Background: an optimization exercise with open tools, aiming at small area. Do not read the settings as production practice.
Only simulation tests tie the RTL to the original design; equivalence was not proved.
Power and IR drop assume default switching activity.

==> flow/design.v, too long to show whole: its modules and the start of the top module <==
// module dc_out_cal: 121 lines
// module dc_cal_arith: 655 lines
module dc_out_cal #(
    parameter int NUM_CH    = 2,
    parameter int IN_W      = 16,
    parameter int DAC_W     = 12,
    parameter int SLOPE_W   = 16,
    parameter int CAL_SCALE = 11,
    parameter int IN_SHIFT  = 3,
    parameter int STEP_W    = 12
) (
    input  logic                      clk,
    input  logic                      reset,
    input  logic                      sample_tick,
    input  logic [NUM_CH-1:0]         enable,
    input  logic [NUM_CH*IN_W-1:0]    dc_ofs,
    input  logic [NUM_CH*SLOPE_W-1:0] slope,
    input  logic [NUM_CH*DAC_W-1:0]   intercept,
    input  logic                      clip_clr,
    input  logic [STEP_W-1:0]         slew_step,
    output logic [NUM_CH*DAC_W-1:0]   dac_word,
    output logic                      dac_valid,
    output logic [NUM_CH-1:0]         clip
);
  // ...
==> flow/flow/run.sh <==
#!/bin/bash
# Own layout flow: the standard synthesis, then a polarity clean-up of the full adders in
# its netlist (fapol.py: fewer inverters, same registers, same function), then the standard flow's
# standard layout steps from the clean netlist on.  Each tool's output goes to its own log
# in this folder.
set -euo pipefail
W=$(pwd)
R=$W/orfs/results/$FLOW_PLATFORM/dc_out_cal/base
bash standard.sh synth > "$W/flow_synth.log" 2>&1
cp "$R/1_2_yosys.v" "$W/1_2_yosys.standard.v"
python3 "$W/flow/fapol.py" "$W/1_2_yosys.standard.v" "$W/1_2_yosys.fapol.v" > "$W/flow_fapol.log" 2>&1
cp "$W/1_2_yosys.fapol.v" "$R/1_2_yosys.v"
touch "$R/1_2_yosys.v"
rm -f "$R/1_synth.odb"
# Port buffers: a small plain buffer on every input and output port (the standard flow picks
# a delay buffer).
bash standard.sh finish "BUFFER_PORTS_ARGS=-buffer_cell sky130_fd_sc_hd__buf_2" > "$W/flow_finish.log" 2>&1
==> flow/flow/fapol.py <==
#!/usr/bin/env python3
"""Polarity clean-up of a mapped sky130hd netlist (Yosys write_verilog -noattr output).

A full adder is self-dual: FA(~a, ~b, ~c) = (~cout, ~sum).  Yosys's adder extraction often
leaves inverters between chained full adders.  This script picks, for every full adder,
whether it computes its signals in true or complemented form so that as few inverters as
possible are needed, then rebuilds the inverters (one per signal that some load needs in the
other polarity) and folds an inverter into its driving gate where a gate of the opposite
polarity exists and every load wants the inverted value.  The logic function of every
register input and output port is unchanged.

usage: fapol.py IN.v OUT.v
"""
import re, sys, random, os
NOHA = os.environ.get('FAPOL_NOHA'); NOFLIP = os.environ.get('FAPOL_NOFLIP'); NOFOLD = os.environ.get('FAPOL_NOFOLD')

src = open(sys.argv[1]).read()
m_end = src.rindex('endmodule')
cell_re = re.compile(r'^  (sky130_fd_sc_hd__\w+) (\S+)\s*\((.*?)\n  \);\n', re.M | re.S)
pin_re = re.compile(r'\.(\w+)\(([^()]*)\)')
OUTPINS = {'X', 'Y', 'Q', 'Q_N', 'SUM', 'COUT', 'HI', 'LO'}

cells = []          # [type, name, {pin: net}]
first = None
last = None
for m in cell_re.finditer(src):
    if first is None: first = m.start()
    last = m.end()
    pins = {p: n.strip() for p, n in pin_re.findall(m.group(3))}
    cells.append([m.group(1), m.group(2).strip(), pins])
head = src[:first]
tail = src[last:]
assert 'sky130_fd_sc_hd__' not in tail, 'unparsed cells'
assert 'assign' not in src, 'assign statements not supported'

ports_out = set()
for m in re.finditer(r'^\s*output\s+(\[(\d+):(\d+)\]\s+)?(\S+);', head, re.M):
    if m.group(1):
        hi, lo = int(m.group(2)), int(m.group(3))
        for i in range(min(hi, lo), max(hi, lo) + 1):
            ports_out.add('%s[%d]' % (m.group(4), i))
    else:
        ports_out.add(m.group(4))

def is_inv(c):
    return (re.match(r'sky130_fd_sc_hd__(inv|clkinv)_\d+$', c[0]) is not None
            and c[2].get('Y') not in ports_out)
def is_fa(c): return re.match(r'sky130_fd_sc_hd__fa_\d+$', c[0]) is not None
def is_ha(c): return re.match(r'sky130_fd_sc_hd__ha_\d+$', c[0]) is not None

driver = {}
for i, c in enumerate(cells):
    for p, n in c[2].items():
        if p in OUTPINS: driver[n] = (i, p)

def lit(net):
    """(base net, parity) after stripping inverters."""
    par = 0
    seen = 0
    while net in driver and is_inv(cells[driver[net][0]]) and seen < 100:
        net = cells[driver[net][0]][2]['A']
        par ^= 1
        seen += 1
    return net, par

# consumers: (cell index, pin, base, parity); inverters are dropped and rebuilt
cons = []
for i, c in enumerate(cells):
    if is_inv(c): continue
    for p, n in c[2].items():
        if p in OUTPINS: continue
        if n.startswith("1'") or n == '': continue
        b, par = lit(n)
        cons.append((i, p, b, par))
port_cons = []
for n in ports_out:
    b, par = lit(n)
    port_cons.append((n, b, par))

fa_idx = [i for i, c in enumerate(cells) if is_fa(c)]
fa_of_base = {}
for i in fa_idx:
    for p in ('SUM', 'COUT'):
        fa_of_base[cells[i][2][p]] = i
# a full adder whose output is also a port, or feeds a port through inverters, keeps its polarity
locked = set()
for n, b, par in port_cons:
    if b in fa_of_base: locked.add(fa_of_base[b])

flip = {i: 0 for i in fa_idx}
by_base = {}
for k, (i, p, b, par) in enumerate(cons):
    by_base.setdefault(b, []).append(k)
port_by_base = {}
for n, b, par in port_cons:
    port_by_base.setdefault(b, []).append(par)

ha_idx = [i for i, c in enumerate(cells) if is_ha(c)]
ha_set = set(ha_idx)
def need(b):
    """1 if base b needs an inverter given the current flips (half adder inputs excluded)."""
    pol = flip[fa_of_base[b]] if b in fa_of_base else 0
    for k in by_base.get(b, ()):
        i, p, _, par = cons[k]
        if i in ha_set: continue
        want = par ^ (flip[i] if i in flip else 0)
        if want != pol: return 1
    for par in port_by_base.get(b, ()):
        if par != pol: return 1
    return 0

def bases_of(i):
    s = set()
    for p, n in cells[i][2].items():
        if p in OUTPINS: s.add(n)
        else:
            if n.startswith("1'"): continue
            s.add(lit(n)[0])
    return s

fa_bases = {i: bases_of(i) for i in fa_idx}
ha_in = {}
for k, (i, p, b, par) in enumerate(cons):
    if i in ha_set: ha_in.setdefault(i, []).append((b, par))
def ha_cost(h):
    m = 0
    for b, par in ha_in.get(h, ()):
        pol = flip[fa_of_base[b]] if b in fa_of_base else 0
        m += par != pol
    return 1 if m == 1 else 0
fa_has = {}
for i in fa_idx:
    outs = {cells[i][2]['SUM'], cells[i][2]['COUT']}
    fa_has[i] = sorted({h for h in ha_idx for b, par in ha_in.get(h, ()) if b in outs})
def cost_local(i):
    return sum(need(b) for b in fa_bases[i]) + sum(ha_cost(h) for h in fa_has[i])

total0 = sum(need(b) for b in set(by_base) | set(port_by_base))
rng = random.Random(1)
for it in range(0 if NOFLIP else 50):
    changed = 0
    order = list(fa_idx)
    rng.shuffle(order)
    for i in order:
        if i in locked: continue
        before = cost_local(i)
        flip[i] ^= 1
        after = cost_local(i)
        if after < before or (after == before and rng.random() < 0.1 and it < 30):
            changed += after < before
        else:
            flip[i] ^= 1
    if not changed and it >= 30: break
total1 = sum(need(b) for b in set(by_base) | set(port_by_base))

# complementary gates with the same inputs: (type, out pin) -> (type, out pin)
COMP = {}
def pair(a, b):
    COMP[a] = b
    COMP[b] = a
for a, b in [('and2_1', 'nand2_1'), ('or2_1', 'nor2_1'), ('xor2_1', 'xnor2_1'),
             ('and3_1', 'nand3_1'), ('or3_1', 'nor3_1'), ('and4_1', 'nand4_1'), ('or4_1', 'nor4_1'),
             ('a21o_1', 'a21oi_1'), ('o21a_1', 'o21ai_1'), ('a22o_1', 'a22oi_1'),
             ('o22a_1', 'o22ai_1'), ('a31o_1', 'a31oi_1'), ('o31a_1', 'o31ai_1'),
             ('a211o_1', 'a211oi_1'), ('o211a_1', 'o211ai_1'), ('a32o_1', 'a32oi_1'),
             ('o32a_1', 'o32ai_1'), ('a221o_1', 'a221oi_1'), ('o221a_1', 'o221ai_1'),
             ('and2b_1', 'nand2b_1'), ('or2b_1', 'nor2b_1'), ('xor3_1', 'xnor3_1'),
             ('a2bb2o_1', 'a2bb2oi_1'), ('o2bb2a_1', 'o2bb2ai_1'), ('buf_1', 'inv_1')]:
    pair('sky130_fd_sc_hd__' + a, 'sky130_fd_sc_hd__' + b)
# o21ai_0 has the same pins as o21ai_1
COMP['sky130_fd_sc_hd__o21ai_0'] = 'sky130_fd_sc_hd__o21a_1'
# inv_1 <-> buf_1 is handled by the general inverter logic, not here
del COMP['sky130_fd_sc_hd__buf_1']; del COMP['sky130_fd_sc_hd__inv_1']
def outpin(t):
    if 'xnor3' in t: return 'X'
    return 'Y' if re.search(r'__(n\w+|a\w*oi|o\w*ai|xnor\w+|inv)_\d+$', t) else 'X'

# rebuild
pol = {}
def base_pol(b):
    return flip[fa_of_base[b]] if b in fa_of_base else 0
# half adders whose inputs arrive inverted become an xor/xnor and an and-type gate
ha_split = 0
extra = []
split_reads = set()
for h in ha_idx:
    pins = cells[h][2]
    la, lb = lit(pins['A']), lit(pins['B'])
    ma = la[1] ^ base_pol(la[0])
    mb = lb[1] ^ base_pol(lb[0])
    if not (ma or mb) or NOHA: continue
    ha_split += 1
    pa, pb = la[0], lb[0]
    split_reads.update((pa, pb))     # physical nets carry base ^ base_pol
    if ma and mb:
        xs = ['sky130_fd_sc_hd__xor2_1', cells[h][1] + '_s', {'A': pa, 'B': pb, 'X': pins['SUM']}]
        xc = ['sky130_fd_sc_hd__nor2_1', cells[h][1] + '_c', {'A': pa, 'B': pb, 'Y': pins['COUT']}]
    else:
        inv_n, tru_n = (pa, pb) if ma else (pb, pa)
        xs = ['sky130_fd_sc_hd__xnor2_1', cells[h][1] + '_s', {'A': pa, 'B': pb, 'Y': pins['SUM']}]
        xc = ['sky130_fd_sc_hd__and2b_1', cells[h][1] + '_c', {'A_N': inv_n, 'B': tru_n, 'X': pins['COUT']}]
    cells[h] = xs
    extra.append(xc)
# the split cells read physical nets directly: drop their entries from the consumer list
cons = [c for c in cons if c[0] not in ha_set or is_ha(cells[c[0]])]
base0 = len(cells)
cells.extend(extra)
for i in list(range(len(cells))):
    if i in ha_set and not is_ha(cells[i]) or i >= base0:
        for p, n in cells[i][2].items():
            if p in OUTPINS: driver[n] = (i, p)
wants = {}
for k, (i, p, b, par) in enumerate(cons):
    want = par ^ (flip[i] if i in flip else 0)
    wants.setdefault(b, set()).add(want)
for n, b, par in port_cons:
    wants.setdefault(b, set()).add(par)

newcells = []
invnet = {}
newwires = []
swapped = 0
folded_out = set()
for b, ws in wants.items():
    bp = base_pol(b)
    if all(w != bp for w in ws) and b in driver and b not in ports_out and b not in split_reads:
        di, dp = driver[b]
        t = cells[di][0]
        if t in COMP and not is_fa(cells[di]) and not NOFOLD:
            # the gate itself produces the inverted value from now on
            nt = COMP[t]
            pins = cells[di][2]
            del pins[dp]
            pins[outpin(nt)] = b
            cells[di][0] = nt
            folded_out.add(b)
            swapped += 1
            continue
    if any(w != bp for w in ws):
        nn = '_fapol_%d_' % len(invnet)
        invnet[b] = nn
        newwires.append(nn)

def phys(b, want):
    bp = (1 if b in folded_out else 0) ^ base_pol(b)
    if want == bp: return b
    return invnet[b]

for k, (i, p, b, par) in enumerate(cons):
    want = par ^ (flip[i] if i in flip else 0)
    cells[i][2][p] = phys(b, want)
keep = [c for c in cells if not is_inv(c)]
for b, nn in invnet.items():
    keep.append(['sky130_fd_sc_hd__inv_1', '_fapol_inv_%s' % nn.strip('_'), {'A': b, 'Y': nn}])
# ports: an output port net must carry its own value
for n, b, par in port_cons:
    want = par
    src_net = phys(b, want)
    if src_net != n:
        # the port net is driven through a buffer from the right polarity
        keep.append(['sky130_fd_sc_hd__buf_1', '_fapol_buf_%d' % len(keep), {'A': src_net, 'X': n}])

out = [head.rstrip('\n') + '\n']
for nn in newwires:
    out.append('  wire %s;\n' % nn)
for t, name, pins in keep:
    body = ',\n'.join('    .%s(%s%s)' % (p, n, ' ' if n.startswith('\\') else '') for p, n in pins.items())
    out.append('  %s %s (\n%s\n  );\n' % (t, name, body))
out.append(tail)
open(sys.argv[2], 'w').write(''.join(out))
ninv0 = sum(1 for c in cells if is_inv(c))
sys.stderr.write('fapol: %d full adders, %d flipped, %d half adders split, inverters %d -> %d, gates swapped %d\n'
                 % (len(fa_idx), sum(flip.values()), ha_split, ninv0, len(invnet), swapped))
==> flow/standard.sh <==
#!/bin/bash
# synth_recipe.tcl (not shown) runs the flow's synth.tcl, then flattens the netlist and writes it again
# the make line also repeats each setting of config.mk as NAME=value (left out here)
make -C /OpenROAD-flow-scripts/flow DESIGN_CONFIG=/design/flow/config.mk WORK_HOME=/design/flow/orfs CLKGATE_MAP_FILE= SYNTH_SCRIPT=/design/flow/synth_recipe.tcl "${@:-finish}"
==> flow/config.mk <==
export PLATFORM = sky130hd
export DESIGN_NAME = dc_out_cal
export DESIGN_NICKNAME = dc_out_cal
export VERILOG_FILES = /design/flow/design.v
export SDC_FILE = /design/flow/constraint.sdc
export NUM_CORES = 4
export LEC_CHECK = 0
export CAP_MARGIN = 20
export CORE_MARGIN = 2
export CORE_UTILIZATION = 40
export CTS_BUF_LIST = sky130_fd_sc_hd__clkbuf_4 sky130_fd_sc_hd__clkbuf_8
export GPL_TIMING_DRIVEN = 0
export SETUP_SLACK_MARGIN = 0.1
export SLEW_MARGIN = 20
==> flow/constraint.sdc <==
create_clock -name core_clock -period 7.0 [get_ports {clk}]
set_input_delay 1.4000 -clock core_clock [delete_from_list [all_inputs] [get_ports {clk}]]
set_output_delay 1.4000 -clock core_clock [all_outputs]
set_load 0.01 [all_outputs]
==> run notes, run 1 <==
* Total power divided by cell area at 462 nW/um^2
* Floorplan row count at 75
* Cells after DPL at 2399
* Summed area of non-filler cells in the final layout at 19100 sq um
* Wirelength, routed at 42800 um
* Share of layout cells above drive strength 1 at 0.132
* Detailed-routing wirelength on met1 at 19200 um
* Run status: no timing/DRC/antenna violations
* Final hold violation count at 0
* Sequential cell count at 112
* Setup crit start: dc_ofs[22]
* Largest incremental delay on the critical path at 0.58 ns
* Worst path cell trace: clkbuf_4 -> buf_8 -> buf_4 -> and2_1 -> fa_1 -> fa_1 -> fa_1 -> and2_1 -> or2_2 -> a221oi_2 -> nor3_2 -> maj3_1 -> o21a_1 -> fa_2 -> a21o_1 -> a21o_1 -> a21oi_4 -> o22ai_4 -> a211oi_2 -> o31a_1 -> mux2_2 -> nor4_4
* Register-to-register setup slack at 0.83 ns
* Routed length on met3 at 2250 um
* Net switching share of the total power at 0.492
* Start-to-end type of the worst setup path: in -> reg
* Port Buffer Count at 126
* Count of inverters other than clock inverters in the layout at 223
* Total power consumption of the routed design at 0.00880 W
* Cell count after synthesis at 1734
* Final Slew Violations at 0
* Met3 track demand over resource in global routing at 0.0284
* Die Footprint at 44500 sq um
* Share of the clock period used by the worst path at 0.966
* Part of the total power dissipated in the clock network at 0.044
* VDD IR max at 0.343 mV
* Count of antenna diodes in the layout at 0
* Number of gates on the worst path with buffers counted at 22
* Number of hold buffers added after CTS at 0
* Setup Slack @ Placement at -1.49 ns
* Initial core utilization at 0.407
* Floorplan core area at 42100 sq um
* Avg Cell Area, Syn at 9.88 sq um
* CTS H-Tree Depth at 3
* Min-delay src: g_lane[1].tgt2_reg[6]
* Met1 usage at 0.277
* Launching point of the worst reg2reg path: g_lane[0].code_reg[0]
* Die outline width at 211 um
* Number of instances resized during post-cts repair at 52
==> inputs of run 2 (changes only) <==
--- a/flow/flow/fapol.py
+++ b/flow/flow/fapol.py
@@ -86,72 +86,6 @@
 locked = set()
 for n, b, par in port_cons:
     if b in fa_of_base: locked.add(fa_of_base[b])
-
-flip = {i: 0 for i in fa_idx}
-by_base = {}
-for k, (i, p, b, par) in enumerate(cons):
-    by_base.setdefault(b, []).append(k)
-port_by_base = {}
-for n, b, par in port_cons:
-    port_by_base.setdefault(b, []).append(par)
-
-ha_idx = [i for i, c in enumerate(cells) if is_ha(c)]
-ha_set = set(ha_idx)
-def need(b):
-    """1 if base b needs an inverter given the current flips (half adder inputs excluded)."""
-    pol = flip[fa_of_base[b]] if b in fa_of_base else 0
-    for k in by_base.get(b, ()):
-        i, p, _, par = cons[k]
-        if i in ha_set: continue
-        want = par ^ (flip[i] if i in flip else 0)
-        if want != pol: return 1
-    for par in port_by_base.get(b, ()):
-        if par != pol: return 1
-    return 0
-
-def bases_of(i):
-    s = set()
-    for p, n in cells[i][2].items():
-        if p in OUTPINS: s.add(n)
-        else:
-            if n.startswith("1'"): continue
-            s.add(lit(n)[0])
-    return s
-
-fa_bases = {i: bases_of(i) for i in fa_idx}
-ha_in = {}
-for k, (i, p, b, par) in enumerate(cons):
-    if i in ha_set: ha_in.setdefault(i, []).append((b, par))
-def ha_cost(h):
-    m = 0
-    for b, par in ha_in.get(h, ()):
-        pol = flip[fa_of_base[b]] if b in fa_of_base else 0
-        m += par != pol
-    return 1 if m == 1 else 0
-fa_has = {}
-for i in fa_idx:
-    outs = {cells[i][2]['SUM'], cells[i][2]['COUT']}
-    fa_has[i] = sorted({h for h in ha_idx for b, par in ha_in.get(h, ()) if b in outs})
-def cost_local(i):
-    return sum(need(b) for b in fa_bases[i]) + sum(ha_cost(h) for h in fa_has[i])
-
-total0 = sum(need(b) for b in set(by_base) | set(port_by_base))
-rng = random.Random(1)
-for it in range(0 if NOFLIP else 50):
-    changed = 0
-    order = list(fa_idx)
-    rng.shuffle(order)
-    for i in order:
-        if i in locked: continue
-        before = cost_local(i)
-        flip[i] ^= 1
-        after = cost_local(i)
-        if after < before or (after == before and rng.random() < 0.1 and it < 30):
-            changed += after < before
-        else:
-            flip[i] ^= 1
-    if not changed and it >= 30: break
-total1 = sum(need(b) for b in set(by_base) | set(port_by_base))
 
 # complementary gates with the same inputs: (type, out pin) -> (type, out pin)
 COMP = {}
@@ -174,6 +108,100 @@
 def outpin(t):
     if 'xnor3' in t: return 'X'
     return 'Y' if re.search(r'__(n\w+|a\w*oi|o\w*ai|xnor\w+|inv)_\d+$', t) else 'X'
+
+AREA = {'and2_1': 6.256, 'nand2_1': 3.7536, 'or2_1': 6.256, 'nor2_1': 3.7536, 'xor2_1': 8.7584,
+        'xnor2_1': 8.7584, 'and3_1': 6.256, 'nand3_1': 5.0048, 'or3_1': 6.256, 'nor3_1': 5.0048,
+        'and4_1': 7.5072, 'nand4_1': 6.256, 'or4_1': 7.5072, 'nor4_1': 6.256, 'a21o_1': 7.5072,
+        'a21oi_1': 5.0048, 'o21a_1': 7.5072, 'o21ai_1': 5.0048, 'o21ai_0': 5.0048, 'a22o_1': 8.7584,
+        'a22oi_1': 7.5072, 'o22a_1': 8.7584, 'o22ai_1': 6.256, 'a31o_1': 8.7584, 'a31oi_1': 6.256,
+        'o31a_1': 8.7584, 'o31ai_1': 7.5072, 'a211o_1': 8.7584, 'a211oi_1': 7.5072,
+        'o211a_1': 8.7584, 'o211ai_1': 7.5072, 'a32o_1': 10.0096, 'a32oi_1': 8.7584,
+        'o32a_1': 10.0096, 'o32ai_1': 8.7584, 'a221o_1': 10.0096, 'a221oi_1': 8.7584,
+        'o221a_1': 11.2608, 'o221ai_1': 8.7584, 'and2b_1': 7.5072, 'nand2b_1': 7.5072,
+        'or2b_1': 7.5072, 'nor2b_1': 7.5072, 'xor3_1': 23.7728, 'xnor3_1': 22.5216,
+        'a2bb2o_1': 10.0096, 'a2bb2oi_1': 8.7584, 'o2bb2a_1': 8.7584, 'o2bb2ai_1': 8.7584}
+INV = 3.7536
+def fold_delta(t):
+    a0 = AREA.get(t.replace('sky130_fd_sc_hd__', ''))
+    a1 = AREA.get(COMP[t].replace('sky130_fd_sc_hd__', ''))
+    if a0 is None or a1 is None: return INV
+    return a1 - a0
+foldable = {}
+for b0, (di, dp) in driver.items():
+    t = cells[di][0]
+    if t in COMP and not is_fa(cells[di]) and b0 not in ports_out and not NOFOLD:
+        foldable[b0] = fold_delta(t)
+
+flip = {i: 0 for i in fa_idx}
+by_base = {}
+for k, (i, p, b, par) in enumerate(cons):
+    by_base.setdefault(b, []).append(k)
+port_by_base = {}
+for n, b, par in port_cons:
+    port_by_base.setdefault(b, []).append(par)
+
+ha_idx = [i for i, c in enumerate(cells) if is_ha(c)]
+ha_set = set(ha_idx)
+def need(b):
+    """Area (um2) that base b costs given the current flips: an inverter when a load needs the
+    other polarity, or the change of its gate when all loads want it inverted and the gate has
+    a complementary form (half adder inputs are costed by ha_cost)."""
+    pol = flip[fa_of_base[b]] if b in fa_of_base else 0
+    ws = set()
+    for k in by_base.get(b, ()):
+        i, p, _, par = cons[k]
+        if i in ha_set: continue
+        ws.add(par ^ (flip[i] if i in flip else 0))
+    for par in port_by_base.get(b, ()):
+        ws.add(par)
+    if b in foldable:
+        if ws == {1}: return min(foldable[b], INV)
+        return INV if len(ws) == 2 else 0.0
+    return INV if any(w != pol for w in ws) else 0.0
+
+def bases_of(i):
+    s = set()
+    for p, n in cells[i][2].items():
+        if p in OUTPINS: s.add(n)
+        else:
+            if n.startswith("1'"): continue
+            s.add(lit(n)[0])
+    return s
+
+fa_bases = {i: bases_of(i) for i in fa_idx}
+ha_in = {}
+for k, (i, p, b, par) in enumerate(cons):
+    if i in ha_set: ha_in.setdefault(i, []).append((b, par))
+def ha_cost(h):
+    m = 0
+    for b, par in ha_in.get(h, ()):
+        pol = flip[fa_of_base[b]] if b in fa_of_base else 0
+        m += par != pol
+    return INV if m == 1 else 0.0
+fa_has = {}
+for i in fa_idx:
+    outs = {cells[i][2]['SUM'], cells[i][2]['COUT']}
+    fa_has[i] = sorted({h for h in ha_idx for b, par in ha_in.get(h, ()) if b in outs})
+def cost_local(i):
+    return sum(need(b) for b in fa_bases[i]) + sum(ha_cost(h) for h in fa_has[i])
+
+total0 = sum(need(b) for b in set(by_base) | set(port_by_base))
+rng = random.Random(1)
+for it in range(0 if NOFLIP else 50):
+    changed = 0
+    order = list(fa_idx)
+    rng.shuffle(order)
+    for i in order:
+        if i in locked: continue
+        before = cost_local(i)
+        flip[i] ^= 1
+        after = cost_local(i)
+        if after < before - 1e-9 or (abs(after - before) < 1e-9 and rng.random() < 0.1 and it < 30):
+            changed += after < before - 1e-9
+        else:
+            flip[i] ^= 1
+    if not changed and it >= 30: break
+total1 = sum(need(b) for b in set(by_base) | set(port_by_base))
 
 # rebuild
 pol = {}
@@ -226,7 +254,7 @@
     if all(w != bp for w in ws) and b in driver and b not in ports_out and b not in split_reads:
         di, dp = driver[b]
         t = cells[di][0]
-        if t in COMP and not is_fa(cells[di]) and not NOFOLD:
+        if t in COMP and not is_fa(cells[di]) and not NOFOLD and fold_delta(t) < INV:
             # the gate itself produces the inverted value from now on
             nt = COMP[t]
             pins = cells[di][2]
==> run 2 against run 1 <==
Against the previous run: still clean on timing, DRC and antenna; setup slack better by 0.018 ns; utilization rose by 0.71 points; clock skew is 0.0036 ns higher; via count down 0.60%; wire length is 1.6% lower; synthesized area fell by 5.7%; sequential cell count unchanged; critical path type unchanged; critical endpoint unchanged.
==> run notes, run 2 <==
* Number of hold buffers added after CTS at 0 (unchanged)
* NumNets Final at 2311 (was 2401)
* Run status: no timing/DRC/antenna violations (unchanged)
* Vias per cell at 5.25 (was 5.08)
* Die Footprint at 42000 sq um (was 44500 sq um)
* Post-synthesis net count at 2156 (was 2260)
* Minimum clock period at 6.74 ns (was 6.76 ns)
* Die outline width at 205 um (was 211 um)
* Cell count after synthesis at 1640 (was 1734)
* Data required time at the worst endpoint at 7.27 ns (was 7.26 ns)
* TritonCTS Buffers at 9 (unchanged)
* Arrival @ worst endpoint at 7.02 ns (was 7.03 ns)
* Power Internal at 0.00453 W (was 0.00447 W)
* Count of unresolved DRC violations after routing at 0 (unchanged)
* Wirelength, routed at 42100 um (was 42800 um)
* Final hold violation count at 0 (unchanged)
* Fraction of the core area covered by cells at the end of the flow at 0.459 (was 0.452)
* Remaining Overflow, GRT at 0 (unchanged)
* Max-cap violation count at 0 (unchanged)
* Reg power frac at 0.143 (was 0.146)
* Total number of vias at 12200 (was 12300)
* Worst-path clk slew at 0.11 ns (about the same)
* Violation count after the first detailed-route iteration at 796 (was 672)
* Combined area of all synthesized cells at 16100 sq um (was 17100 sq um)
* Total power divided by cell area at 490 nW/um^2 (was 462 nW/um^2)
* Type of element capturing the critical path: flip-flop (unchanged)
* First drt pass iteration count at 5 (unchanged)
* Global-route wire length before repair at 69200 um (was 70700 um)
* I/O pins at 133 (unchanged)
* Worst path cell trace: clkbuf_4 -> buf_6 -> nand2_1 -> fa_1 -> fa_1 -> fa_2 -> and2b_1 -> xnor2_1 -> and2_4 -> or2_4 -> a221oi_4 -> nor3_2 -> maj3_2 -> o21a_1 -> fa_2 -> a21o_1 -> a21o_1 -> a21oi_4 -> o22ai_4 -> a211oi_2 -> o31a_1 -> mux2_4 -> nor4_4 (was clkbuf_4 -> buf_8 -> buf_4 -> and2_1 -> fa_1 -> fa_1 -> fa_1 -> and2_1 -> or2_2 -> a221oi_2 -> nor3_2 -> maj3_1 -> o21a_1 -> fa_2 -> a21o_1 -> a21o_1 -> a21oi_4 -> o22ai_4 -> a211oi_2 -> o31a_1 -> mux2_2 -> nor4_4)
* VDD IR max at 0.339 mV (was 0.343 mV)
* Pin count of the biggest net entering global routing at 31 (unchanged)
* Worst hold-check slack at 0.333 ns (was 0.330 ns)
* Clk root buf: sky130_fd_sc_hd__clkbuf_8 (unchanged)
* Part of the total power dissipated in the clock network at 0.042 (was 0.044)
* Most common cell after layout, fill and taps aside: sky130_fd_sc_hd__nand2_1 (was sky130_fd_sc_hd__fa_1)
* Power share of the combinational group at 0.815 (was 0.810)
* Routed Antenna Nets at 0 (unchanged)
* Final Slew Violations at 0 (unchanged)
* Most used cells in the layout excluding fill and tap cells: 380 x sky130_fd_sc_hd__nand2_1, 374 x sky130_fd_sc_hd__fa_1, 118 x sky130_fd_sc_hd__inv_1, 117 x sky130_fd_sc_hd__buf_2, 105 x sky130_fd_sc_hd__nor2_1 (was 369 x sky130_fd_sc_hd__fa_1, 305 x sky130_fd_sc_hd__and2_1, 222 x sky130_fd_sc_hd__inv_1, 142 x sky130_fd_sc_hd__nand2_1, 122 x sky130_fd_sc_hd__buf_2)
* Net switching share of the total power at 0.495 (was 0.492)
* Worst slew margin at 0.506 (was 0.517)
* Peak fanout along the critical path at 10 (was 7)
* Estimated wirelength of the detail-placed design at 34600 um (was 36100 um)
* All-Layer GR Usage at 0.211 (was 0.203)
* Floorplan core area at 39800 sq um (was 42100 sq um)
* Share of the clock period used by the worst path at 0.964 (was 0.966)
* Maximum clock insertion buffer count at 2 (unchanged)
* Type of origin of the critical path: primary input (unchanged)
* Slew at the pin with the worst max-slew slack at 0.735 ns (was 0.724 ns)
* Avg Cell Area, Syn at 9.85 sq um (was 9.88 sq um)
* Initial antenna violation count at 1 (was 2)
* RSZ-0062 raised after global routing: yes (unchanged)
* CTS H-Tree Depth at 3 (unchanged)
* Final setup violation count at 0 (unchanged)
* Initial core utilization at 0.405 (was 0.407)
* Sinks on the clock net at 112 (unchanged)
* Max Clock Skew at 0.0211 ns (was 0.0175 ns)
* Port Buffer Count at 126 (unchanged)
* Largest incremental delay on the critical path at 0.48 ns (was 0.58 ns)
* Worst min-delay path category: reg -> reg (unchanged)
* Share of layout cells above drive strength 1 at 0.154 (was 0.132)
* Max Freq at 148 MHz (about the same)
* Count of antenna diodes in the layout at 0 (unchanged)
* Start-to-end type of the worst setup path: in -> reg (unchanged)
* Floorplan row count at 73 (was 75)
* Leakage at 7.40 nW (was 8.31 nW)
* Number of global-route vias before repair at 13300 (was 13600)
* RePlAce Congestion at 0.916 (was 0.899)
* YS warnings at 1 (unchanged)
* CTS tree: done (unchanged)
* Master of the slowest instance on the critical path: sky130_fd_sc_hd__fa_1 (unchanged)
* Synthesis-to-layout area growth at 13.3% (was 11.2%)
* Worst skew pair latency at 0.40 ns (about the same)
* Final total negative setup slack at 0 ns (unchanged)
* Die extent in y at 205 um (was 211 um)
* Final routed wire length divided by cell count at 18.1 um (was 17.7 um)
* Switch Pwr at 0.00443 W (was 0.00433 W)
[run 2: stage by stage]
step | setup slack, ns | instance area [sq um] | cells | total power, W
2_1_floorplan | 0.0735 | 16200 | 1640 | 0.00667
3_3_place_gp | -1.46 | 17500 | 2291 | 0.00803
3_5_place_dp | -1.53 | 17500 | 2291 | 0.00822
4_1_cts | 0.0782 | 17800 | 2303 | 0.00875
5_1_grt | 0.0157 | 18300 | 2325 | 0.0101
6_report | 0.255 | 18300 | 2325 | 0.00897
[run 2: final cells by class]
type / count / area, sq um
fillers: 3818 / 21500
inverters: 119 / 447
clock inverters: 6 / 60.1
well taps: 525 / 657
flip-flops and latches: 112 / 2390
multi-input cells: 1336 / 13200
clock buffers: 10 / 131
repair buffers: 160 / 958
plain buffers: 57 / 423
[run 2: worst max-delay path, delay by kind of cell]
| family | cells | cell delay, ns |
|---|---|---|
| AOI/OAI and AO/OA | 8 | 1.65 |
| xor gates and xnor gates | 1 | 0.08 |
| adders and majority gates | 5 | 1.95 |
| buffers and inverters | 2 | 0.40 |
| muxes | 1 | 0.32 |
| and+or+nand+nor | 6 | 1.19 |
[run 2: power by group through the flow]
stage | Sequential (W) | Combinational, W | Clock (W)
after CTS | 0.00128 | 0.00708 | 0.000394
after global routing | 0.00132 | 0.00839 | 0.000415
after floorplan | 0.00124 | 0.00543 | 0
after detailed placement | 0.00130 | 0.00692 | 0
after global placement | 0.00129 | 0.00674 | 0
final | 0.00128 | 0.00731 | 0.000376
[run 2: metal layers]
layer / up-vias / GRT usage / routed length [um]
met3: 50 / 0.0262 / 2510
met1: 6267 / 0.288 / 18200
met5: - / 0 / 13
met2: 440 / 0.359 / 20700
met4: 2 / 0.0534 / 727
li1: 5457 / - / -
[run 2: timing repair]
| item | 4_1_cts | 5_1_grt |
|---|---|---|
| gates cloned | 0 | 2 |
| setup buffers | 4 | 28 |
| setup endpoints to repair | 30 | 30 |
| pin swaps | 3 | 28 |
| resized for setup | 56 | 117 |
[run 2: worst paths after layout]
path	start	end	slack, ns	depth (start not counted)
min in group asynchronous	reset	g_lane[1].code_reg[2]	1.11	2
max	dc_ofs[23]	g_lane[1].neg1_reg	0.26	23
min	g_lane[0].sat2_reg	g_lane[0].sat3_reg	0.33	0
min reg2reg	g_lane[0].sat2_reg	g_lane[0].sat3_reg	0.33	0
max reg2reg	g_lane[0].code_reg[0]	g_lane[0].code_reg[9]	0.87	21
max in group asynchronous	reset	v2_reg	5.41	2
==> inputs of run 3 (changes only) <==
--- a/flow/config.mk
+++ b/flow/config.mk
@@ -9,6 +9,7 @@
 export CORE_MARGIN = 2
 export CORE_UTILIZATION = 40
 export CTS_BUF_LIST = sky130_fd_sc_hd__clkbuf_4 sky130_fd_sc_hd__clkbuf_8
+export CTS_CLUSTER_SIZE = 10
 export GPL_TIMING_DRIVEN = 0
 export SETUP_SLACK_MARGIN = 0.1
 export SLEW_MARGIN = 20
==> run 3 against run 2 <==
Against the previous run: still clean; maximum frequency is the same; critical path depth is the same; first-iteration DRC count is the same; wire length is the same; hold slack is the same; clock skew is the same; utilization is the same; count of clock-buffer cells in the layout is the same; critical path type unchanged.
==> run notes, run 3 <==
* Floorplan row count at 73 (unchanged)
* Clk root buf: sky130_fd_sc_hd__clkbuf_8 (unchanged)
* RSZ-0062 raised after global routing: yes (unchanged)
* Reg power frac at 0.143 (about the same)
* Pin count of the biggest net entering global routing at 31 (unchanged)
* Final routed wire length divided by cell count at 18.1 um (unchanged)
* Data required time at the worst endpoint at 7.27 ns (about the same)
* NumNets Final at 2311 (unchanged)
* Synthesis-to-layout area growth at 13.3% (unchanged)
* Initial core utilization at 0.405 (unchanged)
* Max-cap violation count at 0 (unchanged)
* TritonCTS Buffers at 9 (unchanged)
* Start-to-end type of the worst setup path: in -> reg (unchanged)
* Remaining Overflow, GRT at 0 (unchanged)
* CTS H-Tree Depth at 3 (unchanged)
* Part of the total power dissipated in the clock network at 0.042 (about the same)
* Count of antenna diodes in the layout at 0 (unchanged)
* Port Buffer Count at 126 (unchanged)
* Cell class contributing the biggest share of worst-path delay: adder cells (unchanged)
* Combined area of all synthesized cells at 16100 sq um (unchanged)
* VDD IR max at 0.339 mV (unchanged)
* Buf+Inv Stages, Crit Path at 2 (unchanged)
* CTS tree: done (unchanged)
* Final total negative setup slack at 0 ns (unchanged)
* Minimum clock period at 6.74 ns (unchanged)
* Net switching share of the total power at 0.495 (unchanged)
* Final Slew Violations at 0 (unchanged)
* Routed Antenna Nets at 0 (unchanged)
* Fin worst setup slack at 0.255 ns (unchanged)
* Worst skew pair latency at 0.40 ns (about the same)
* Type of element capturing the critical path: flip-flop (unchanged)
* Power Internal at 0.00453 W (unchanged)
* Initial antenna violation count at 1 (unchanged)
* Max Clock Skew at 0.0211 ns (unchanged)
* Die outline width at 205 um (unchanged)
* Total power divided by cell area at 490 nW/um^2 (unchanged)
* Count of unresolved DRC violations after routing at 0 (unchanged)
* Max Freq at 148 MHz (unchanged)
* Filler cell count at 3818 (unchanged)
* Total number of vias at 12200 (unchanged)
* Final hold violation count at 0 (unchanged)
* Type of origin of the critical path: primary input (unchanged)
* Cell count after synthesis at 1640 (unchanged)
* Post-synthesis net count at 2156 (unchanged)
* I/O pins at 133 (unchanged)
* Slew at the pin with the worst max-slew slack at 0.735 ns (unchanged)
* Run status: no timing/DRC/antenna violations (unchanged)
* Avg Cell Area, Syn at 9.85 sq um (unchanged)
* Final setup violation count at 0 (unchanged)
* Die extent in y at 205 um (unchanged)
* Sinks on the clock net at 112 (unchanged)
* Wirelength, routed at 42100 um (unchanged)
* Floorplan core area at 39800 sq um (unchanged)
* Violation count after the first detailed-route iteration at 796 (unchanged)
* Maximum clock insertion buffer count at 2 (unchanged)
* Die Footprint at 42000 sq um (unchanged)
* Total cell area at the placement stage at 17500 sq um (unchanged)
* Vias per cell at 5.25 (unchanged)
* Arrival @ worst endpoint at 7.02 ns (about the same)
* All-Layer GR Usage at 0.211 (unchanged)
* Leakage at 7.40 nW (unchanged)
* Worst-path clk slew at 0.11 ns (about the same)
* YS warnings at 1 (unchanged)
* Estimated wirelength of the detail-placed design at 34600 um (unchanged)
* RePlAce Congestion at 0.916 (unchanged)
* Switch Pwr at 0.00443 W (unchanged)
* Most common cell after layout, fill and taps aside: sky130_fd_sc_hd__nand2_1 (unchanged)
* First drt pass iteration count at 5 (unchanged)
* Peak fanout along the critical path at 10 (unchanged)
* Worst min-delay path category: reg -> reg (unchanged)
* Most used cells in the layout excluding fill and tap cells: 380 x sky130_fd_sc_hd__nand2_1, 374 x sky130_fd_sc_hd__fa_1, 118 x sky130_fd_sc_hd__inv_1, 117 x sky130_fd_sc_hd__buf_2, 105 x sky130_fd_sc_hd__nor2_1 (unchanged)
* Total power consumption of the routed design at 0.00897 W (unchanged)
* Master of the slowest instance on the critical path: sky130_fd_sc_hd__fa_1 (unchanged)
* Number of global-route vias before repair at 13300 (unchanged)
* Share of the clock period used by the worst path at 0.964 (unchanged)
* Power share of the combinational group at 0.815 (about the same)
* Largest incremental delay on the critical path at 0.48 ns (about the same)
* Global-route wire length before repair at 69200 um (unchanged)
* Setup Slack @ Placement at -1.53 ns (unchanged)
* Worst path cell trace: clkbuf_4 -> buf_6 -> nand2_1 -> fa_1 -> fa_1 -> fa_2 -> and2b_1 -> xnor2_1 -> and2_4 -> or2_4 -> a221oi_4 -> nor3_2 -> maj3_2 -> o21a_1 -> fa_2 -> a21o_1 -> a21o_1 -> a21oi_4 -> o22ai_4 -> a211oi_2 -> o31a_1 -> mux2_4 -> nor4_4 (unchanged)
* Summed area of non-filler cells in the final layout at 18300 sq um (unchanged)
* Number of hold buffers added after CTS at 0 (unchanged)
* Worst slew margin at 0.506 (unchanged)
* Share of layout cells above drive strength 1 at 0.154 (unchanged)
==> run 3: worst reg2reg max path: stages (launching register included) <==
cell and delay (ns):
sky130_fd_sc_hd__dfrtp_1 0.46, sky130_fd_sc_hd__and2b_1 0.23, sky130_fd_sc_hd__fa_1 0.16, sky130_fd_sc_hd__inv_1 0.05, sky130_fd_sc_hd__fa_2 0.33, sky130_fd_sc_hd__fa_2 0.35, sky130_fd_sc_hd__fa_2 0.34, sky130_fd_sc_hd__fa_2 0.35
sky130_fd_sc_hd__fa_2 0.35, sky130_fd_sc_hd__fa_2 0.35, sky130_fd_sc_hd__fa_2 0.35, sky130_fd_sc_hd__fa_2 0.35, sky130_fd_sc_hd__fa_2 0.34, sky130_fd_sc_hd__fa_1 0.54, sky130_fd_sc_hd__inv_1 0.08, sky130_fd_sc_hd__a21o_1 0.20
sky130_fd_sc_hd__a2111oi_4 0.26, sky130_fd_sc_hd__o311ai_2 0.16, sky130_fd_sc_hd__a21oi_2 0.24, sky130_fd_sc_hd__buf_4 0.17, sky130_fd_sc_hd__mux2i_2 0.22, sky130_fd_sc_hd__o221ai_2 0.12
==> run 3: stage by stage <==
stage,cells,utilization,hold WS [ns]
after global placement,2291,0.439,0.313
after detailed placement,2291,0.439,0.312
after floorplan,1640,-,0.310
after global routing,2325,0.459,0.345
final,2325,0.459,0.333
after CTS,2303,0.448,0.337
==> run 3: per-layer routing <==
metal,vias to the layer above,GRT usage,wire length [um],part of all wire
met3,50,0.0262,2510,0.060
met5,-,0,13,0.00031
met2,440,0.359,20700,0.49
met4,2,0.0534,727,0.017
li1,5457,-,-,-
met1,6267,0.288,18200,0.43
==> run 3: timing repair <==
item                                    in CTS  in global routing
setup buffers                                4                 28
hold endpoints to repair                     0                  0
endpoints found under the setup margin      30                 30
pin swaps                                    3                 28
gates cloned                                 0                  2
resized for setup                           56                117
==> run 3: cell type report <==
| cell class | count | area (sq um) | share of cell area |
|---|---|---|---|
| Inverter | 119 | 447 | 0.0244 |
| Sequential cell | 112 | 2390 | 0.131 |
| Multi-Input combinational cell | 1336 | 13200 | 0.723 |
| Timing Repair Buffer | 160 | 958 | 0.0524 |
| Clock inverter | 6 | 60.1 | 0.00328 |
| Tap cell | 525 | 657 | 0.0359 |
| Clock buffer | 10 | 131 | 0.00718 |
| Buffer | 57 | 423 | 0.0231 |
==> run 3: worst paths after layout <==
| check | start | endpoint | slack, ns | cells past startpoint |
|---|---|---|---|---|
| worst max-delay path | dc_ofs[23] | g_lane[1].neg1_reg | 0.26 | 23 |
| worst min-delay path | g_lane[0].sat2_reg | g_lane[0].sat3_reg | 0.33 | 0 |
| worst max register to register | g_lane[0].code_reg[0] | g_lane[0].code_reg[9] | 0.87 | 21 |
| worst min register to register | g_lane[0].sat2_reg | g_lane[0].sat3_reg | 0.33 | 0 |
| max in group asynchronous | reset | v2_reg | 5.41 | 2 |
| min in group asynchronous | reset | g_lane[1].code_reg[2] | 1.11 | 2 |
==> run 3: power by group through the flow <==
stage	Sequential (W)	Combinational, W	Clock, W
after floorplan	0.00124	0.00543	0
after global placement	0.00129	0.00674	0
after detailed placement	0.00130	0.00692	0
after CTS	0.00128	0.00708	0.000394
after global routing	0.00132	0.00839	0.000415
final	0.00128	0.00731	0.000376
==> inputs of run 4 (changes only) <==
--- a/flow/flow/run.sh
+++ b/flow/flow/run.sh
@@ -14,4 +14,4 @@
 rm -f "$R/1_synth.odb"
 # Port buffers: a small plain buffer on every input and output port (the standard flow picks
 # a delay buffer).
-bash standard.sh finish "BUFFER_PORTS_ARGS=-buffer_cell sky130_fd_sc_hd__buf_2" > "$W/flow_finish.log" 2>&1
+bash standard.sh finish "BUFFER_PORTS_ARGS=-buffer_cell ${PORT_BUF:-sky130_fd_sc_hd__buf_1}" > "$W/flow_finish.log" 2>&1
--- a/flow/flow/fapol.py
+++ b/flow/flow/fapol.py
@@ -185,22 +185,37 @@
 def cost_local(i):
     return sum(need(b) for b in fa_bases[i]) + sum(ha_cost(h) for h in fa_has[i])
 
-total0 = sum(need(b) for b in set(by_base) | set(port_by_base))
-rng = random.Random(1)
-for it in range(0 if NOFLIP else 50):
-    changed = 0
-    order = list(fa_idx)
-    rng.shuffle(order)
-    for i in order:
-        if i in locked: continue
-        before = cost_local(i)
-        flip[i] ^= 1
-        after = cost_local(i)
-        if after < before - 1e-9 or (abs(after - before) < 1e-9 and rng.random() < 0.1 and it < 30):
-            changed += after < before - 1e-9
-        else:
+all_bases = set(by_base) | set(port_by_base)
+def total_cost():
+    return sum(need(b) for b in all_bases) + sum(ha_cost(h) for h in ha_idx)
+total0 = total_cost()
+best = (total0, dict(flip))
+for restart in range(0 if NOFLIP else 8):
+    rng = random.Random(restart + 1)
+    if restart:
+        for i in fa_idx:
+            if i not in locked: flip[i] = rng.randint(0, 1)
+    temp = 4.0
+    for it in range(80):
+        changed = 0
+        order = list(fa_idx)
+        rng.shuffle(order)
+        for i in order:
+            if i in locked: continue
+            before = cost_local(i)
             flip[i] ^= 1
-    if not changed and it >= 30: break
+            after = cost_local(i)
+            d = after - before
+            if d < -1e-9 or (temp > 0.05 and rng.random() < pow(2.718, -d / temp)):
+                changed += d < -1e-9
+            else:
+                flip[i] ^= 1
+        temp *= 0.9
+        if not changed and temp < 0.05: break
+    c = total_cost()
+    if c < best[0] - 1e-9:
+        best = (c, dict(flip))
+flip = best[1]
 total1 = sum(need(b) for b in set(by_base) | set(port_by_base))
 
 # rebuild
--- a/flow/config.mk
+++ b/flow/config.mk
@@ -11,5 +11,5 @@
 export CTS_BUF_LIST = sky130_fd_sc_hd__clkbuf_4 sky130_fd_sc_hd__clkbuf_8
 export CTS_CLUSTER_SIZE = 10
 export GPL_TIMING_DRIVEN = 0
-export SETUP_SLACK_MARGIN = 0.1
+export SETUP_SLACK_MARGIN = 0.05
 export SLEW_MARGIN = 20
==> run 4 against run 3 <==
Against the previous run: synthesized area about the same; wire length decreased by 0.77%; non-clock buffer count decreased by 3; clock skew decreased by 0.011 ns; still clean.
==> run notes, run 4 <==
* Run status: no timing/DRC/antenna violations (unchanged)
* Die outline width at 205 um (about the same)
* TritonCTS Buffers at 9 (unchanged)
* Pin count of the biggest net entering global routing at 31 (unchanged)
* Crit path top cell by count: sky130_fd_sc_hd__fa_2
* Worst path cell trace: buf_2 -> fa_1 -> inv_1 -> fa_1 -> fa_2 -> fa_2 -> fa_2 -> fa_2 -> fa_2 -> fa_2 -> fa_2 -> fa_2 -> fa_2 -> inv_1 -> a21o_1 -> a31oi_1 -> o311ai_2 -> a21oi_2 -> buf_2 -> mux2i_1 -> o21ai_1 (was clkbuf_4 -> buf_6 -> nand2_1 -> fa_1 -> fa_1 -> fa_2 -> and2b_1 -> xnor2_1 -> and2_4 -> or2_4 -> a221oi_4 -> nor3_2 -> maj3_2 -> o21a_1 -> fa_2 -> a21o_1 -> a21o_1 -> a21oi_4 -> o22ai_4 -> a211oi_2 -> o31a_1 -> mux2_4 -> nor4_4)
* Worst-path clk slew at 0.11 ns (about the same)
* Net switching share of the total power at 0.496 (was 0.495)
* Peak fanout along the critical path at 5 (was 10)
* Initial antenna violation count at 1 (unchanged)
* Type of element capturing the critical path: flip-flop (unchanged)
* Arrival @ worst endpoint at 7.07 ns (was 7.02 ns)
* Busiest layer in global routing: met2 (unchanged)
* Power share of the combinational group at 0.810 (was 0.815)
* Largest incremental delay on the critical path at 0.57 ns (was 0.48 ns)
* Maximum clock insertion buffer count at 2 (unchanged)
* Share of layout cells above drive strength 1 at 0.0975 (was 0.154)
* Fin worst setup slack at 0.212 ns (was 0.255 ns)
* Worst skew pair latency at 0.39 ns (was 0.40 ns)
* All-Layer GR Usage at 0.211 (about the same)
* Switch Pwr at 0.00439 W (was 0.00443 W)
* Share of the clock period used by the worst path at 0.970 (was 0.964)
* Global Route met2 Usage at 0.347 (was 0.359)
* Cell class contributing the biggest share of worst-path delay: adder cells (unchanged)
* VDD IR max at 0.319 mV (was 0.339 mV)
* Avg Cell Area, Syn at 9.85 sq um (about the same)
* Setup Slack @ Placement at -1.69 ns (was -1.53 ns)
* Met1 usage at 0.281 (was 0.288)
* Worst slew margin at 0.496 (was 0.506)
* Violation count after the first detailed-route iteration at 804 (was 796)
* Port Buffer Count at 126 (unchanged)
* Type of origin of the critical path: primary input (unchanged)
* Met3 track demand over resource in global routing at 0.0383 (was 0.0262)
* Total power consumption of the routed design at 0.00884 W (was 0.00897 W)
* Final routed wire length divided by cell count at 18.0 um (was 18.1 um)
* Floorplan row count at 73 (unchanged)
* Vias per cell at 5.26 (was 5.25)
* Post-layout instance count excluding filler cells at 2321 (was 2325)
* Number of hold buffers added after CTS at 0 (unchanged)
* Clk root buf: sky130_fd_sc_hd__clkbuf_8 (unchanged)
* Data required time at the worst endpoint at 7.28 ns (was 7.27 ns)
* Max Clock Skew at 0.0102 ns (was 0.0211 ns)
* Number of global-route vias before repair at 13300 (about the same)
* Final hold violation count at 0 (unchanged)
* Wirelength, routed at 41800 um (was 42100 um)
* Sinks on the clock net at 112 (unchanged)
* Slew at the pin with the worst max-slew slack at 0.750 ns (was 0.735 ns)
* RePlAce Congestion at 0.913 (was 0.916)
* Minimum clock period at 6.79 ns (was 6.74 ns)
* Total number of vias at 12200 (about the same)
* Estimated wirelength of the detail-placed design at 34700 um (was 34600 um)
* Global-route wire length before repair at 69000 um (was 69200 um)
* Remaining Overflow, GRT at 0 (unchanged)
* RSZ-0062 raised after global routing: yes (unchanged)
* Max Freq at 147 MHz (was 148 MHz)
* Total power divided by cell area at 491 nW/um^2 (was 490 nW/um^2)
* Combined area of all synthesized cells at 16100 sq um (about the same)
* Die extent in y at 205 um (about the same)
* Cell count after synthesis at 1638 (was 1640)
* Fraction of the core area covered by cells at the end of the flow at 0.453 (was 0.459)
* Reg power frac at 0.147 (was 0.143)
* Post-synthesis net count at 2151 (was 2156)
* Initial core utilization at 0.406 (was 0.405)
* Start-to-end type of the worst setup path: in -> reg (unchanged)
* Synthesis-to-layout area growth at 11.7% (was 13.3%)
* CTS tree: done (unchanged)
* First drt pass iteration count at 5 (unchanged)
* Most common cell after layout, fill and taps aside: sky130_fd_sc_hd__nand2_1 (unchanged)
* Max-cap violation count at 0 (unchanged)
* Final Slew Violations at 0 (unchanged)
* Cells after DPL at 2289 (was 2291)
* NumNets Final at 2303 (was 2311)
* CTS H-Tree Depth at 3 (unchanged)
* Part of the total power dissipated in the clock network at 0.043 (was 0.042)
* I/O pins at 133 (unchanged)
* Most used cells in the layout excluding fill and tap cells: 382 x sky130_fd_sc_hd__nand2_1, 370 x sky130_fd_sc_hd__fa_1, 113 x sky130_fd_sc_hd__inv_1, 107 x sky130_fd_sc_hd__nor2_1, 102 x sky130_fd_sc_hd__buf_1 (was 380 x sky130_fd_sc_hd__nand2_1, 374 x sky130_fd_sc_hd__fa_1, 118 x sky130_fd_sc_hd__inv_1, 117 x sky130_fd_sc_hd__buf_2, 105 x sky130_fd_sc_hd__nor2_1)
* Worst min-delay path category: reg -> reg (unchanged)
* Count of unresolved DRC violations after routing at 0 (unchanged)
* YS warnings at 1 (unchanged)
* Floorplan core area at 39700 sq um (was 39800 sq um)
* Master of the slowest instance on the critical path: sky130_fd_sc_hd__fa_2 (was sky130_fd_sc_hd__fa_1)
* Final setup violation count at 0 (unchanged)
* Die Footprint at 42000 sq um (about the same)
* Power Internal at 0.00445 W (was 0.00453 W)
* Routed Antenna Nets at 0 (unchanged)
* Leakage at 7.07 nW (was 7.40 nW)
* Buf+Inv Stages, Crit Path at 4 (was 2)
[run 4: power by group through the flow]
stage	logic [W]	clock network [W]	registers (W)
floorplan	0.00543	0	0.00125
global placement	0.00670	0	0.00130
detailed placement	0.00690	0	0.00131
CTS	0.00708	0.000403	0.00130
global route	0.00825	0.000424	0.00135
finish	0.00716	0.000380	0.00130
[run 4: path summary, 6_finish.rpt]
check                                       from                endpoint  slack, ns  cells after the start
min reg2reg                g_lane[1].tgt2_reg[3]   g_lane[1].tgt3_reg[3]       0.34                      0
max reg2reg                g_lane[0].code_reg[0]   g_lane[0].code_reg[4]       0.78                     21
max in group asynchronous                  reset  g_lane[0].code_reg[10]       5.40                      2
max                                 slew_step[1]   g_lane[0].code_reg[4]       0.21                     21
min                        g_lane[1].tgt2_reg[3]   g_lane[1].tgt3_reg[3]       0.34                      0
min in group asynchronous                  reset   g_lane[1].code_reg[5]       1.10                      2
[run 4: routing by layer]
layer  share of wire  vias up
met5               0        -
met4           0.034        0
met3           0.074       89
met2            0.47      487
met1            0.42     6197
li1                -     5447
[run 4: metrics by stage]
| stage | hold slack (ns) | TNS, ns | instance area [sq um] |
|---|---|---|---|
| after floorplan | 0.310 | 0 | 16200 |
| after global placement | 0.312 | -23.80 | 17300 |
| after detailed placement | 0.312 | -27.69 | 17300 |
| after CTS | 0.339 | 0 | 17800 |
| after global routing | 0.343 | -0.0231 | 18000 |
| final | 0.335 | 0 | 18000 |
[run 4: repair_timing]
item,in CTS,in global routing
endpoints found under the setup margin,34,32
resized for setup,91,130
pin swaps,3,12
cloned,0,1
setup buffers,7,7
[run 4: area by class of cell]
class	instances	area [sq um]
Antenna cell	1	2.50
Buffer	73	522
Clock buffer	9	124
Clock inverter	7	71.3
Fill cell	3826	21700
Inverter	114	428
Multi-Input combinational cell	1339	13200
Sequential cell	112	2390
Tap cell	525	657
Timing Repair Buffer	141	636
==> inputs of run 5 (changes only) <==
--- a/flow/config.mk
+++ b/flow/config.mk
@@ -7,7 +7,7 @@
 export LEC_CHECK = 0
 export CAP_MARGIN = 20
 export CORE_MARGIN = 2
-export CORE_UTILIZATION = 40
+export CORE_UTILIZATION = 60
 export CTS_BUF_LIST = sky130_fd_sc_hd__clkbuf_4 sky130_fd_sc_hd__clkbuf_8
 export CTS_CLUSTER_SIZE = 10
 export GPL_TIMING_DRIVEN = 0
==> run 5 against run 4 <==
Against the previous run: still clean; register-to-register slack better by 0.08 ns; sequential power about the same; power up 2.4%; setup slack gained 0.0087 ns; hold slack got worse by 0.0049 ns; non-clock buffer count increased by 18; die area shrank 33%; largest cell class unchanged.
==> run notes, run 5 <==
* Run status: no timing/DRC/antenna violations (unchanged)
* Pin count of the biggest net entering global routing at 31 (unchanged)
* Final routed wire length divided by cell count at 18.6 um (was 18.0 um)
* Arrival @ worst endpoint at 7.04 ns (was 7.07 ns)
* I/O pins at 133 (unchanged)
* TritonCTS Buffers at 9 (unchanged)
* Number of hold buffers added after CTS at 0 (unchanged)
* Remaining Overflow, GRT at 0 (unchanged)
* Worst min-delay path category: reg -> reg (unchanged)
* Count of unresolved DRC violations after routing at 0 (unchanged)
* Final hold violation count at 0 (unchanged)
* Worst slew margin at 0.530 (was 0.496)
* Floorplan core area at 26700 sq um (was 39700 sq um)
* Maximum clock insertion buffer count at 2 (unchanged)
* NumNets Final at 2321 (was 2303)
* Clk root buf: sky130_fd_sc_hd__clkbuf_8 (unchanged)
* Post-synthesis net count at 2151 (unchanged)
* Leakage at 7.25 nW (was 7.07 nW)
* Port Buffer Count at 126 (unchanged)
* YS warnings at 1 (unchanged)
* Max Freq at 147 MHz (about the same)
* Global Route met2 Usage at 0.490 (was 0.347)
* Global-route wire length before repair at 66000 um (was 69000 um)
* VDD IR max at 0.334 mV (was 0.319 mV)
* Total area of multi-input combinational cells at 13200 sq um (about the same)
* Combined area of all synthesized cells at 16100 sq um (unchanged)
* Final Slew Violations at 0 (unchanged)
* Data required time at the worst endpoint at 7.26 ns (was 7.28 ns)
* Share of the clock period used by the worst path at 0.969 (was 0.970)
* Type of element capturing the critical path: flip-flop (unchanged)
* Vias per cell at 5.69 (was 5.26)
* Worst-path clk slew at 0.12 ns (was 0.11 ns)
* All-Layer GR Usage at 0.300 (was 0.211)
* Routed Antenna Nets at 0 (unchanged)
* RSZ-0062 raised after global routing: no (was yes)
* Floorplan row count at 60 (was 73)
* Avg Cell Area, Syn at 9.85 sq um (unchanged)
* Setup Slack @ Placement at -1.85 ns (was -1.69 ns)
* Estimated wirelength of the detail-placed design at 32800 um (was 34700 um)
* Cell count after synthesis at 1638 (unchanged)
* Total power divided by cell area at 499 nW/um^2 (was 491 nW/um^2)
* Share of layout cells above drive strength 1 at 0.117 (was 0.0975)
* Number of global-route vias before repair at 13000 (was 13300)
* Wirelength, routed at 40000 um (was 41800 um)
* First drt pass iteration count at 5 (unchanged)
* Max Clock Skew at 0.0249 ns (was 0.0102 ns)
* Most used cells in the layout excluding fill and tap cells: 380 x sky130_fd_sc_hd__nand2_1, 365 x sky130_fd_sc_hd__fa_1, 113 x sky130_fd_sc_hd__inv_1, 107 x sky130_fd_sc_hd__nor2_1, 98 x sky130_fd_sc_hd__buf_1 (was 382 x sky130_fd_sc_hd__nand2_1, 370 x sky130_fd_sc_hd__fa_1, 113 x sky130_fd_sc_hd__inv_1, 107 x sky130_fd_sc_hd__nor2_1, 102 x sky130_fd_sc_hd__buf_1)
* Met3 track demand over resource in global routing at 0.0480 (was 0.0383)
* Max-cap violation count at 0 (unchanged)
* Die outline width at 168 um (was 205 um)
* Final setup violation count at 0 (unchanged)
* Count of antenna diodes in the layout at 0 (was 1)
* Worst hold-check slack at 0.330 ns (was 0.335 ns)
* Most common cell after layout, fill and taps aside: sky130_fd_sc_hd__nand2_1 (unchanged)
* Fin worst setup slack at 0.220 ns (was 0.212 ns)
* Type of origin of the critical path: primary input (unchanged)
* CTS tree: done (unchanged)
* Filler cell count at 2180 (was 3826)
* Peak fanout along the critical path at 7 (was 5)
* Sinks on the clock net at 112 (unchanged)
* Busiest layer in global routing: met2 (unchanged)
* Die Footprint at 28200 sq um (was 42000 sq um)
* Flip-flop and latch area at 2390 sq um (unchanged)
* Start-to-end type of the worst setup path: in -> reg (unchanged)
* Die extent in y at 168 um (was 205 um)
* Met1 usage at 0.431 (was 0.281)
* RePlAce Congestion at 0.967 (was 0.913)
* Total number of vias at 12300 (was 12200)
* Initial antenna violation count at 1 (unchanged)
* Slew at the pin with the worst max-slew slack at 0.704 ns (was 0.750 ns)
* CTS H-Tree Depth at 3 (unchanged)
* Synthesis-to-layout area growth at 12.5% (was 11.7%)
* Violation count after the first detailed-route iteration at 898 (was 804)
* Minimum clock period at 6.78 ns (was 6.79 ns)
* Initial core utilization at 0.605 (was 0.406)
* Worst skew pair latency at 0.38 ns (was 0.39 ns)
## run 5: metrics by stage
stage | instances | area [sq um] | TNS [ns] | util | power (W)
after floorplan | 1638 | 16200 | 0 | - | 0.00668
after global placement | 2105 | 17100 | -24.31 | 0.641 | 0.00798
after detailed placement | 2105 | 17100 | -27.03 | 0.641 | 0.00815
after CTS | 2129 | 17700 | 0 | 0.662 | 0.00878
after global routing | 2154 | 18100 | 0 | 0.681 | 0.0102
final | 2154 | 18100 | 0 | 0.681 | 0.00905
## run 5: critical path: stages
cell,delay (ns)
sky130_fd_sc_hd__buf_4,0.16
sky130_fd_sc_hd__and2b_1,0.15
sky130_fd_sc_hd__fa_1,0.16
sky130_fd_sc_hd__inv_1,0.05
sky130_fd_sc_hd__fa_1,0.38
sky130_fd_sc_hd__fa_2,0.36
sky130_fd_sc_hd__fa_2,0.35
sky130_fd_sc_hd__fa_2,0.35
sky130_fd_sc_hd__fa_2,0.34
sky130_fd_sc_hd__fa_2,0.34
sky130_fd_sc_hd__fa_2,0.34
sky130_fd_sc_hd__fa_2,0.34
sky130_fd_sc_hd__fa_2,0.35
sky130_fd_sc_hd__fa_1,0.55
sky130_fd_sc_hd__inv_1,0.08
sky130_fd_sc_hd__a21o_1,0.19
sky130_fd_sc_hd__a2111oi_4,0.24
sky130_fd_sc_hd__o311ai_2,0.15
sky130_fd_sc_hd__a21oi_2,0.21
sky130_fd_sc_hd__buf_6,0.17
sky130_fd_sc_hd__mux2i_2,0.24
sky130_fd_sc_hd__o221ai_2,0.11
## run 5: layout make-up
type,count,area share
flip-flops and latches,112,0.132
repair buffers,161,0.0470
clock buffers,11,0.00765
multi-input cells,1339,0.730
clock inverters,5,0.00386
plain buffers,71,0.0330
inverters,114,0.0236
well taps,341,0.0235
## run 5: power by group
part           internal, W  switching, W
combinational      0.00338       0.00397
sequential         0.00103      0.000258
clock             0.000182      0.000225
## run 5: timing repair
| item | in CTS | in global routing |
|---|---|---|
| pin swaps | 5 | 20 |
| gates cloned | 0 | 3 |
| setup buffers | 8 | 24 |
| gates resized for setup | 116 | 169 |
| setup endpoints to repair | 35 | 31 |
## run 5: routing by layer
layer	part of all wire	vias up
li1	-	5493
met1	0.43	6221
met2	0.48	485
met3	0.077	59
met4	0.017	0
met5	0	-
## run 5: final timing paths
path / from / endpoint / slack [ns] / cells after the start
setup / recovery: slew_step[0] / g_lane[0].code_reg[1] / 0.22 / 22
hold / removal: g_lane[1].tgt2_reg[1] / g_lane[1].tgt3_reg[1] / 0.33 / 0
setup reg to reg: g_lane[0].code_reg[0] / g_lane[0].code_reg[1] / 0.86 / 21
hold reg to reg: g_lane[1].tgt2_reg[1] / g_lane[1].tgt3_reg[1] / 0.33 / 0
max in group asynchronous: reset / g_lane[0].code_reg[8] / 5.43 / 2
min in group asynchronous: reset / g_lane[0].code_reg[7] / 1.10 / 2
==> inputs of run 6 (changes only) <==
--- a/flow/config.mk
+++ b/flow/config.mk
@@ -7,9 +7,8 @@
 export LEC_CHECK = 0
 export CAP_MARGIN = 20
 export CORE_MARGIN = 2
-export CORE_UTILIZATION = 60
-export CTS_BUF_LIST = sky130_fd_sc_hd__clkbuf_4 sky130_fd_sc_hd__clkbuf_8
-export CTS_CLUSTER_SIZE = 10
+export CORE_UTILIZATION = 40
+export CTS_BUF_LIST = sky130_fd_sc_hd__clkbuf_16
 export GPL_TIMING_DRIVEN = 0
 export SETUP_SLACK_MARGIN = 0.05
 export SLEW_MARGIN = 20
==> run 6 against run 5 <==
Against the previous run: sequential power about the same; critical endpoint is now g_lane[0].code_reg[4]; largest cell class unchanged; register-to-register slack got worse by 0.17 ns; highest routed layer unchanged; clock power increased by 25%; wire length increased by 5.1%; non-clock buffer count decreased by 12.
==> run notes, run 6 <==
* Largest incremental delay on the critical path at 0.58 ns (was 0.55 ns)
* Final Slew Violations at 0 (unchanged)
* Peak fanout along the critical path at 7 (unchanged)
* Die extent in y at 205 um (was 168 um)
* RSZ-0062 raised after global routing: yes (was no)
* First drt pass iteration count at 5 (unchanged)
* Worst skew pair latency at 0.36 ns (was 0.38 ns)
* Pin count of the biggest net entering global routing at 31 (unchanged)
* Violation count after the first detailed-route iteration at 774 (was 898)
* Initial antenna violation count at 1 (unchanged)
* Global Route met2 Usage at 0.349 (was 0.490)
* Share of the clock period used by the worst path at 0.984 (was 0.969)
* Summed area of non-filler cells in the final layout at 18200 sq um (was 18100 sq um)
* Max Clock Skew at 0.00678 ns (was 0.0249 ns)
* Routed Antenna Nets at 0 (unchanged)
* Run status: no timing/DRC/antenna violations (unchanged)
* Vias per cell at 5.30 (was 5.69)
* Minimum clock period at 6.89 ns (was 6.78 ns)
* Data required time at the worst endpoint at 7.24 ns (was 7.26 ns)
* Post-synthesis net count at 2151 (unchanged)
* Total number of vias at 12300 (about the same)
* Number of cell instances on the worst register-to-register path at 22 (was 21)
* Floorplan row count at 73 (was 60)
* Total power divided by cell area at 500 nW/um^2 (was 499 nW/um^2)
* Final setup violation count at 0 (unchanged)
* Worst min-delay path category: reg -> reg (unchanged)
* Wirelength, routed at 42000 um (was 40000 um)
* Global-route wire length before repair at 69300 um (was 66000 um)
* Die Footprint at 42000 sq um (was 28200 sq um)
* Final routed wire length divided by cell count at 18.1 um (was 18.6 um)
* Floorplan core area at 39700 sq um (was 26700 sq um)
* Max-cap violation count at 0 (unchanged)
* Die outline width at 205 um (was 168 um)
* VDD IR max at 0.317 mV (was 0.334 mV)
run 6: cell count changes in the layout (fill, tap and decap cells not counted), moves of 8 or more:
| cell | before | now |
|---|---|---|
| sky130_fd_sc_hd__clkbuf_2 | 26 | 14 |
| sky130_fd_sc_hd__clkbuf_1 | 12 | 20 |
| sky130_fd_sc_hd__buf_2 | 9 | 18 |
| sky130_fd_sc_hd__buf_4 | 45 | 30 |
| sky130_fd_sc_hd__buf_6 | 20 | 12 |
| sky130_fd_sc_hd__clkbuf_16 | 1 | 9 |
run 6: critical path, delay by kind of cell:
family	cells	cell delay, ns
muxes	1	0.19
adders and majority gates	11	3.86
buffers and inverters	5	0.47
and+or+nand+nor	2	0.25
AOI/OAI and AO/OA	4	0.92
run 6: final cells by class:
cell class              count  area [sq um]
flip-flops and latches    112          2390
inverters                 114           428
repair buffers            147           688
plain buffers              73           510
multi-input cells        1339         13200
fillers                  3806         21500
clock buffers               9           225
diodes                      1          2.50
clock inverters             7          71.3
well taps                 525           657
run 6: path summary, 6_finish.rpt:
kind                                            start                      to  slack (ns)
max in group asynchronous                       reset  g_lane[0].code_reg[10]        5.38
worst max-delay path                     slew_step[0]   g_lane[0].code_reg[4]        0.11
min in group asynchronous                       reset   g_lane[1].code_reg[3]        1.14
worst min-delay path            g_lane[1].tgt2_reg[3]   g_lane[1].tgt3_reg[3]        0.33
worst min register to register  g_lane[1].tgt2_reg[3]   g_lane[1].tgt3_reg[3]        0.33
worst max register to register  g_lane[0].code_reg[0]   g_lane[0].code_reg[4]        0.69
run 6: repair_timing:
| item | 4_1_cts | 5_1_grt |
|---|---|---|
| cloned | 1 | 1 |
| pin swaps | 5 | 12 |
| endpoints found under the hold margin | 0 | 0 |
| buffers inserted | 9 | 10 |
| resized for setup | 111 | 94 |
| setup endpoints to repair | 35 | 31 |
run 6: stage by stage:
step | setup slack (ns) | instances | power, W | hold slack (ns)
6_report | 0.112 | 2327 | 0.00909 | 0.327
4_1_cts | 0.0000342 | 2315 | 0.00895 | 0.331
5_1_grt | -0.157 | 2326 | 0.0103 | 0.334
3_3_place_gp | -1.63 | 2289 | 0.00801 | 0.312
2_1_floorplan | 0.0538 | 1638 | 0.00668 | 0.310
3_5_place_dp | -1.69 | 2289 | 0.00821 | 0.312
run 6: where the power goes:
part | switching, W | internal [W]
combinational | 0.00392 | 0.00335
sequential | 0.000272 | 0.00103
clock | 0.000255 | 0.000253
total | 0.00445 | 0.00464
run 6: routing by layer:
metal,vias to the layer above,wire (um)
met5,-,0
met4,0,1450
met3,104,3080
met2,509,19900
met1,6251,17600
li1,5460,-

static timing again, ports no longer ideal:
The results above use ideal ports. As a check the final layouts listed here were re-extracted and re-timed, cells and wires unchanged. Step 1: set_driving_cell puts a clkbuf_16 on clk and a buf_2 on each other input, an assumption about the parent block. Step 2 moves the port delays by t, midway between the first and last clock arrival at a register: inputs arrive t later, outputs are due t later. That takes back most of the time a late clock gives input paths. Slacks: ideal / step 1 / step 2; pairs: ideal / step 1.
| run | t (ns) | slack for setup (ns) | worst register clock-pin slew, ns | worst data-port slew with drivers (ns) | pins driven straight from the clock port |
|---|---|---|---|---|---|
| run 1 | 0.422 | 0.238 / 0.250 / -0.172 | 0.12 / 0.12 | 0.10 | 1 |
| run 2 | 0.431 | 0.255 / 0.235 / -0.196 | 0.12 / 0.12 | 0.09 | 1 |
| run 3 | 0.431 | 0.255 / 0.235 / -0.196 | 0.12 / 0.12 | 0.09 | 1 |
| run 4 | 0.426 | 0.212 / 0.218 / -0.208 | 0.11 / 0.11 | 0.09 | 1 |
| run 5 | 0.405 | 0.220 / 0.228 / -0.177 | 0.12 / 0.12 | 0.07 | 1 |
| run 6 | 0.397 | 0.112 / 0.090 / -0.306 | 0.08 / 0.08 | 0.09 | 1 |
Met with ideal ports but missed after step 2: setup timing in every run listed.
